Context: an optimization exercise on an open-source flow, tuned for small area and a short achievable clock period. The choices shown serve that exercise and are no tape-out recipe. In this exercise RTL edits were held to simulation tests only and were not proved equivalent to the original. Power and IR drop assume default switching activity.

// jt1942_objpxl_buf
module jt1942_objpxl_buf
#(
    parameter int            AW     = jt1942_obj_pkg::OBJ_AW,
    parameter int            DW     = jt1942_obj_pkg::OBJ_DW,
    parameter logic [DW-1:0] TRANSP = jt1942_obj_pkg::OBJ_TRANSP
) (
    input  logic          clk,
    input  logic          rst,
    input  logic          cen6,
    input  logic          flip,
    input  logic [8:0]    H,
    input  logic          HINIT,
    input  logic          LHBL,
    input  logic [8:0]    posx,
    input  logic [DW-1:0] new_pxl,
    output logic          busy,
    output logic [DW-1:0] obj_pxl
);
Size in the first run: about 4400 cells after synthesis, ~2100 flip-flops, roughly 33 I/O pins, ~78000 um^2 of cells after synthesis.
clock: 5.5 ns
lec_check: 0
cap_margin: 20
cell_pad_in_sites_detail_placement: 1
cell_pad_in_sites_global_placement: 2
core_margin: 2
core_utilization: 65
cts_buf_list: sky130_fd_sc_hd__clkbuf_4 sky130_fd_sc_hd__clkbuf_8
cts_cluster_diameter: 80
cts_cluster_size: 14
place_density: 0.72
setup_slack_margin: 2.0
slew_margin: 20
synth_hierarchical: 1
synth_minimum_keep_size: 0
tns_end_percent: 10
run.sh (not shown) runs the stock make flow with config.mk's settings and CLKGATE_MAP_FILE= SYNTH_SCRIPT=/design/flow/synth_recipe.tcl, a recipe that flattens the netlist after the stock synthesis.
Edit:
Settings changed: CORE_UTILIZATION 65 to 60, PLACE_DENSITY 0.72 to 0.68, SETUP_SLACK_MARGIN 2.0 to 1.8.
=>
- The new run ran to the end with no violations
- total power shrinks by 1.7%
- maximum frequency grows by 0.55%
- synthesized area is unchanged
- count of clock-buffer cells in the layout shrinks by 23

---

The RTL this note starts from:
==> flow/design.v <==
package jt1942_obj_pkg;
    localparam int         OBJ_AW     = 8;
    localparam int         OBJ_DW     = 4;
    localparam logic [3:0] OBJ_TRANSP = 4'hf;
    typedef enum logic {
        CLR = 1'b0,
        RUN = 1'b1
    } obj_state_t;
endpackage
module jt1942_objpxl_ram
#(
    parameter int   AW    = jt1942_obj_pkg::OBJ_AW,
    parameter int   DW    = jt1942_obj_pkg::OBJ_DW,
    parameter logic DRAW0 = 1'b0
) (
    input  logic          clk,
    input  logic          rst,
    input  logic          swap,      
    input  logic [AW-1:0] rd_a,      
    input  logic [AW-1:0] lk_a,      
    output logic [DW-1:0] rd_n,
    input  logic          we,
    input  logic [AW-1:0] wa,
    input  logic [DW-1:0] wd
);
    localparam int N  = 2**AW;
    localparam int LW = AW / 2;
    localparam int HW = AW - LW;
    logic [(2**LW)-1:0] r_lo, w_lo_n;
    logic [(2**HW)-1:0] r_hi, w_hi_n;
    logic [DW-1:0]      mem [N];
    logic               draw;      
    logic [AW-1:0]      ra;
    always_ff @(posedge clk or negedge rst) begin
        if (!rst)      draw <= DRAW0;
        else if (swap) draw <= !draw;
    end
    assign ra = draw ? lk_a : rd_a;
    logic [(2**HW)-1:0] w_hi;
    logic [N-1:0]       wen;
    always_comb begin
        for (int j = 0; j < 2**LW; j++) begin
            r_lo[j] = (ra[LW-1:0] == LW'(j));
            w_lo_n[j] = (wa[LW-1:0] != LW'(j));
        end
        for (int g = 0; g < 2**HW; g++) begin
            r_hi[g] = (ra[AW-1:LW] == HW'(g));
            w_hi[g] = (wa[AW-1:LW] == HW'(g));
        end
    end
    for (genvar g = 0; g < 2**HW; g++) begin : g_whi
        jt1942_objpxl_nand2 u (.a (we), .b (w_hi[g]), .y (w_hi_n[g]));
    end
    for (genvar i = 0; i < N; i++) begin : g_word
        jt1942_objpxl_nor2 u_wen (.a (w_hi_n[i >> LW]), .b (w_lo_n[i % (2**LW)]), .y (wen[i]));
        always_ff @(posedge clk) begin
            if (wen[i]) mem[i] <= wd;
        end
    end
    for (genvar b = 0; b < DW; b++) begin : g_bit
        logic [15:0] l3;    
        for (genvar g = 0; g < 16; g++) begin : g_grp
            logic [5:0] l1;     
            logic [1:0] l2;     
            for (genvar p = 0; p < 5; p++) begin : g_l1
                jt1942_objpxl_aoi222 u (
                    .a1 (r_lo[3*p]),   .b1 (mem[16*g+3*p][b]),
                    .a2 (r_lo[3*p+1]), .b2 (mem[16*g+3*p+1][b]),
                    .a3 (r_lo[3*p+2]), .b3 (mem[16*g+3*p+2][b]),
                    .y  (l1[p])
                );
            end
            jt1942_objpxl_nand2 u_l1_5 (.a (r_lo[15]), .b (mem[16*g+15][b]), .y (l1[5]));
            jt1942_objpxl_nand3 u_l2_0 (.a (l1[0]), .b (l1[1]), .c (l1[2]), .y (l2[0]));
            jt1942_objpxl_nand3 u_l2_1 (.a (l1[3]), .b (l1[4]), .c (l1[5]), .y (l2[1]));
            jt1942_objpxl_oai21 u_l3 (.a1 (l2[0]), .a2 (l2[1]), .b1 (r_hi[g]), .y (l3[g]));
        end
        logic [3:0] l4;     
        for (genvar q = 0; q < 4; q++) begin : g_l4
            jt1942_objpxl_nand4 u (.a (l3[4*q]), .b (l3[4*q+1]), .c (l3[4*q+2]), .d (l3[4*q+3]), .y (l4[q]));
        end
        jt1942_objpxl_nor4 u_l5 (.a (l4[0]), .b (l4[1]), .c (l4[2]), .d (l4[3]), .y (rd_n[b]));
    end
endmodule
module jt1942_objpxl_aoi222 (
    input  logic a1, b1, a2, b2, a3, b3,
    output logic y
);
    assign y = !((a1 && b1) || (a2 && b2) || (a3 && b3));
endmodule
module jt1942_objpxl_nand2 (input logic a, b, output logic y);
    assign y = !(a && b);
endmodule
module jt1942_objpxl_nand3 (input logic a, b, c, output logic y);
    assign y = !(a && b && c);
endmodule
module jt1942_objpxl_nand4 (input logic a, b, c, d, output logic y);
    assign y = !(a && b && c && d);
endmodule
module jt1942_objpxl_nor2 (input logic a, b, output logic y);
    assign y = !(a || b);
endmodule
module jt1942_objpxl_nor3 (input logic a, b, c, output logic y);
    assign y = !(a || b || c);
endmodule
module jt1942_objpxl_nor4 (input logic a, b, c, d, output logic y);
    assign y = !(a || b || c || d);
endmodule
module jt1942_objpxl_a22o (input logic a1, a2, b1, b2, output logic x);
    assign x = (a1 && a2) || (b1 && b2);
endmodule
module jt1942_objpxl_o221ai (input logic a1, a2, b1, b2, c1, output logic y);
    assign y = !((a1 || a2) && (b1 || b2) && c1);
endmodule
module jt1942_objpxl_oai21 (input logic a1, a2, b1, output logic y);
    assign y = !((a1 || a2) && b1);
endmodule
module jt1942_objpxl_buf
#(
    parameter int            AW     = jt1942_obj_pkg::OBJ_AW,
    parameter int            DW     = jt1942_obj_pkg::OBJ_DW,
    parameter logic [DW-1:0] TRANSP = jt1942_obj_pkg::OBJ_TRANSP
) (
    input  logic          clk,
    input  logic          rst,
    input  logic          cen6,
    input  logic          flip,
    input  logic [8:0]    H,
    input  logic          HINIT,
    input  logic          LHBL,
    input  logic [8:0]    posx,
    input  logic [DW-1:0] new_pxl,
    output logic          busy,
    output logic [DW-1:0] obj_pxl
);
    jt1942_obj_pkg::obj_state_t state;
    logic [AW-1:0] clr_a;
    logic          wsel;        
    logic          run_cen;
    logic [AW-1:0] rd_a;
    logic [AW-1:0] wr_a;
    logic          wr_ok;
    logic          unused_h8;
    logic          pend_req;
    logic          pend_bank;
    logic          pend_ok;
    logic          pend_fwd;
    logic          cr [2];     
    logic [DW-1:0] pend_rd_n [2];
    logic [AW-1:0] pend_a;
    logic [DW-1:0] pend_d;
    logic          q_valid;
    logic          q_bank;
    logic [AW-1:0] q_a;
    logic [DW-1:0] q_d;
    logic          quirk;
    logic          commit;
    logic          flush;
    logic          q_hit;
    logic [AW-1:0] d_a;         
    logic [DW-1:0] d_d;         
    logic          d_fwd;
    logic [DW-1:0] b_rd_n [2];
    logic          b_clr  [2];
    logic          b_we   [2];
    logic [AW-1:0] b_wa   [2];
    logic [DW-1:0] b_wd   [2];
    assign rd_a      = H[AW-1:0] ^ {AW{flip}};
    assign wr_a      = posx[AW-1:0];
    assign wr_ok     = !posx[8] && (new_pxl != TRANSP);
    assign run_cen   = (state == jt1942_obj_pkg::RUN) && cen6;
    assign unused_h8 = H[8];
    assign busy      = (state == jt1942_obj_pkg::CLR);
    always_ff @(posedge clk or negedge rst) begin
        if (!rst) state <= jt1942_obj_pkg::CLR;
        else if (state == jt1942_obj_pkg::CLR && clr_a == '1) state <= jt1942_obj_pkg::RUN;
    end
    always_ff @(posedge clk or negedge rst) begin
        if (!rst)                              clr_a <= '0;
        else if (state == jt1942_obj_pkg::CLR) clr_a <= clr_a + 1'b1;
    end
    assign pend_ok = !pend_fwd && ((pend_bank ? pend_rd_n[1] : pend_rd_n[0]) == '0);
    assign quirk  = pend_req && pend_ok && (pend_bank != wsel);
    assign commit = pend_req && pend_ok && (pend_bank == wsel);
    assign flush  = q_valid && (q_bank == wsel);
    assign q_hit  = q_valid && (q_bank != wsel) && (q_a == rd_a);
    assign d_a    = (pend_bank == wsel) ? pend_a : q_a;
    assign d_d    = (pend_bank == wsel) ? pend_d : q_d;
    assign d_fwd  = (commit || flush) && (d_a == wr_a);
    always_comb begin
        for (int k = 0; k < 2; k++) begin
            b_clr[k] = (state == jt1942_obj_pkg::CLR) || (wsel != 1'(k));
            if (state == jt1942_obj_pkg::CLR) begin
                b_we[k] = 1'b1;
                b_wa[k] = clr_a;
            end else if (wsel != 1'(k)) begin
                b_we[k] = cen6;
                b_wa[k] = rd_a;
            end else begin
                b_we[k] = cen6 && ((q_valid && q_bank == 1'(k)) ||
                                   (cr[k] && pend_rd_n[k] == '0));
                b_wa[k] = d_a;
            end
            b_wd[k] = d_d | {DW{b_clr[k]}};
        end
    end
    logic          rs0_n, rs1_n;    
    logic [DW-1:0] px_keep;         
    logic [DW-1:0] obj_pxl_d;
    assign rs0_n   = !(run_cen && LHBL && !q_hit && wsel);
    assign rs1_n   = !(run_cen && LHBL && !q_hit && !wsel);
    assign px_keep = run_cen ? ((!LHBL) ? TRANSP : q_hit ? q_d : '0) : obj_pxl;
    for (genvar b = 0; b < DW; b++) begin : g_out
        jt1942_objpxl_o221ai u_px (
            .a1 (rs0_n), .a2 (b_rd_n[0][b]),
            .b1 (rs1_n), .b2 (b_rd_n[1][b]),
            .c1 (!px_keep[b]),
            .y  (obj_pxl_d[b])
        );
    end
    for (genvar g = 0; g < 2; g++) begin : g_bank
        jt1942_objpxl_ram #(.AW(AW), .DW(DW), .DRAW0(g == 0)) u_ram (
            .clk  (clk),
            .rst  (rst),
            .swap (run_cen && HINIT),
            .rd_a (rd_a),
            .lk_a (wr_a),
            .rd_n (b_rd_n[g]),
            .we  (b_we[g]),
            .wa  (b_wa[g]),
            .wd  (b_wd[g])
        );
    end
    always_ff @(posedge clk or negedge rst) begin
        if (!rst) obj_pxl <= TRANSP;
        else      obj_pxl <= obj_pxl_d;
    end
    always_ff @(posedge clk or negedge rst) begin
        if (!rst) begin
            wsel     <= 1'b0;
            pend_req <= 1'b0;
            q_valid  <= 1'b0;
            cr[0]    <= 1'b0;
            cr[1]    <= 1'b0;
        end else if (run_cen) begin
            if (HINIT) wsel <= ~wsel;
            cr[0]    <= wr_ok && !wsel && !HINIT && !d_fwd;
            cr[1]    <= wr_ok && wsel && !HINIT && !d_fwd;
            pend_req <= wr_ok;
            if (quirk)               q_valid <= 1'b1;
            else if (q_hit || flush) q_valid <= 1'b0;
        end
    end
    always_ff @(posedge clk) begin
        if (run_cen) begin
            pend_bank <= wsel;
            pend_fwd  <= d_fwd;
            pend_rd_n[0] <= b_rd_n[0];
            pend_rd_n[1] <= b_rd_n[1];
            pend_a    <= wr_a;
            pend_d    <= new_pxl;
            if (quirk) begin
                q_bank <= pend_bank;
                q_a    <= pend_a;
                q_d    <= pend_d;
            end
        end
    end
endmodule
Settings: LEC_CHECK=0, CAP_MARGIN=20, CELL_PAD_IN_SITES_DETAIL_PLACEMENT=1, CELL_PAD_IN_SITES_GLOBAL_PLACEMENT=1, CORE_MARGIN=2, CORE_UTILIZATION=60, CTS_BUF_LIST=sky130_fd_sc_hd__clkbuf_4 sky130_fd_sc_hd__clkbuf_8, CTS_CLUSTER_DIAMETER=80, CTS_CLUSTER_SIZE=14, PLACE_DENSITY=0.68, SETUP_SLACK_MARGIN=2.0, SLEW_MARGIN=20, SYNTH_HIERARCHICAL=1, SYNTH_MINIMUM_KEEP_SIZE=0, TNS_END_PERCENT=10; clock period 5.5 ns.
The baseline finished clean.
Next try:
Settings changed: CELL_PAD_IN_SITES_GLOBAL_PLACEMENT 1 to 2.
=> Power barely changes. Cell area grows slightly. Via count goes up by a few percent. Setup slack is worse by 0.021 ns. Clock skew came out lower by 0.0049 ns.
Next try:
Settings changed: CELL_PAD_IN_SITES_GLOBAL_PLACEMENT 2 to 1, SETUP_SLACK_MARGIN 2.0 to 2.3.
Total power barely changes.
Clock skew barely changes.
Critical path depth does not change.
Setup slack gets better by 0.18 ns.
Maximum frequency climbs by about 5%.
Routed wire length drops by about 2.5%.
Global-route usage climbs by 0.79 points.
Next try:
Settings changed: CELL_PAD_IN_SITES_GLOBAL_PLACEMENT 1 to 2, CTS_CLUSTER_DIAMETER 80 to not set, CTS_CLUSTER_SIZE 14 to 16, SETUP_SLACK_MARGIN 2.3 to 2.0.
Effect: Worst hold slack loses 0.011 ns. Cell count rises by 5.3%. Clock power is higher by 62%.
Next try:
Settings changed: CELL_PAD_IN_SITES_GLOBAL_PLACEMENT 2 to 1, CTS_CLUSTER_DIAMETER set to 80, CTS_CLUSTER_SIZE 16 to 14, SETUP_SLACK_MARGIN 2.0 to 2.6.
=>
- wire length rose by a few percent
- total power fell by about a fifth
- global-route usage stays flat
- core utilization fell by 0.14 points
- setup slack got worse by 0.066 ns
- design area hardly moves
- die area does not change

## re-timing with driven ports
The flow's constraints put no driver on any port. The routed layouts listed below were extracted and timed again, unchanged, in two steps.
Step 1: set_driving_cell puts a clkbuf_16 on clk and a buf_2 on each other input, an assumption about the parent block.
Step 2 adds t to the input delays and takes it off the output delays; t is the mean of the earliest and latest rising clock arrival at the registers after step 1. Input paths then give back, and output paths get back, about the clock's delay inside the block.
Slacks: ideal / step 1 / step 2; pairs: ideal / step 1.
run | shift t [ns] | slack for setup (ns) | worst hold slack (ns) | worst register clock-pin slew, ns | cell pins on the clock port's net
the first run of note 1 | 1.022 | 1.592 / 1.628 / 0.612 | 0.154 / 0.205 / 0.466 | 0.11 / 0.11 | 1
the second run of note 1 | 1.020 | 1.614 / 1.567 / 0.546 | 0.468 / 0.468 / 0.468 | 0.11 / 0.11 | 1
the first run of note 2 | 0.996 | 1.805 / 1.855 / 0.860 | 0.462 / 0.462 / 0.462 | 0.11 / 0.11 | 1
the second run of note 2 | 1.000 | 1.785 / 1.744 / 0.826 | 0.470 / 0.470 / 0.470 | 0.11 / 0.11 | 1
the third run of note 2 | 0.994 | 1.962 / 1.972 / 0.978 | 0.462 / 0.462 / 0.462 | 0.11 / 0.11 | 1
the fourth run of note 2 | 1.060 | 1.756 / 1.715 / 0.654 | 0.451 / 0.451 / 0.451 | 0.07 / 0.07 | 1
the fifth run of note 2 | 1.006 | 1.690 / 1.737 / 0.732 | 0.463 / 0.463 / 0.463 | 0.10 / 0.10 | 1
After both steps setup and hold are still met in every run listed. For the fourth run of note 2, which loses most, drivers alone change the setup slack by -0.041 ns; drivers and shift together by -1.102 ns.
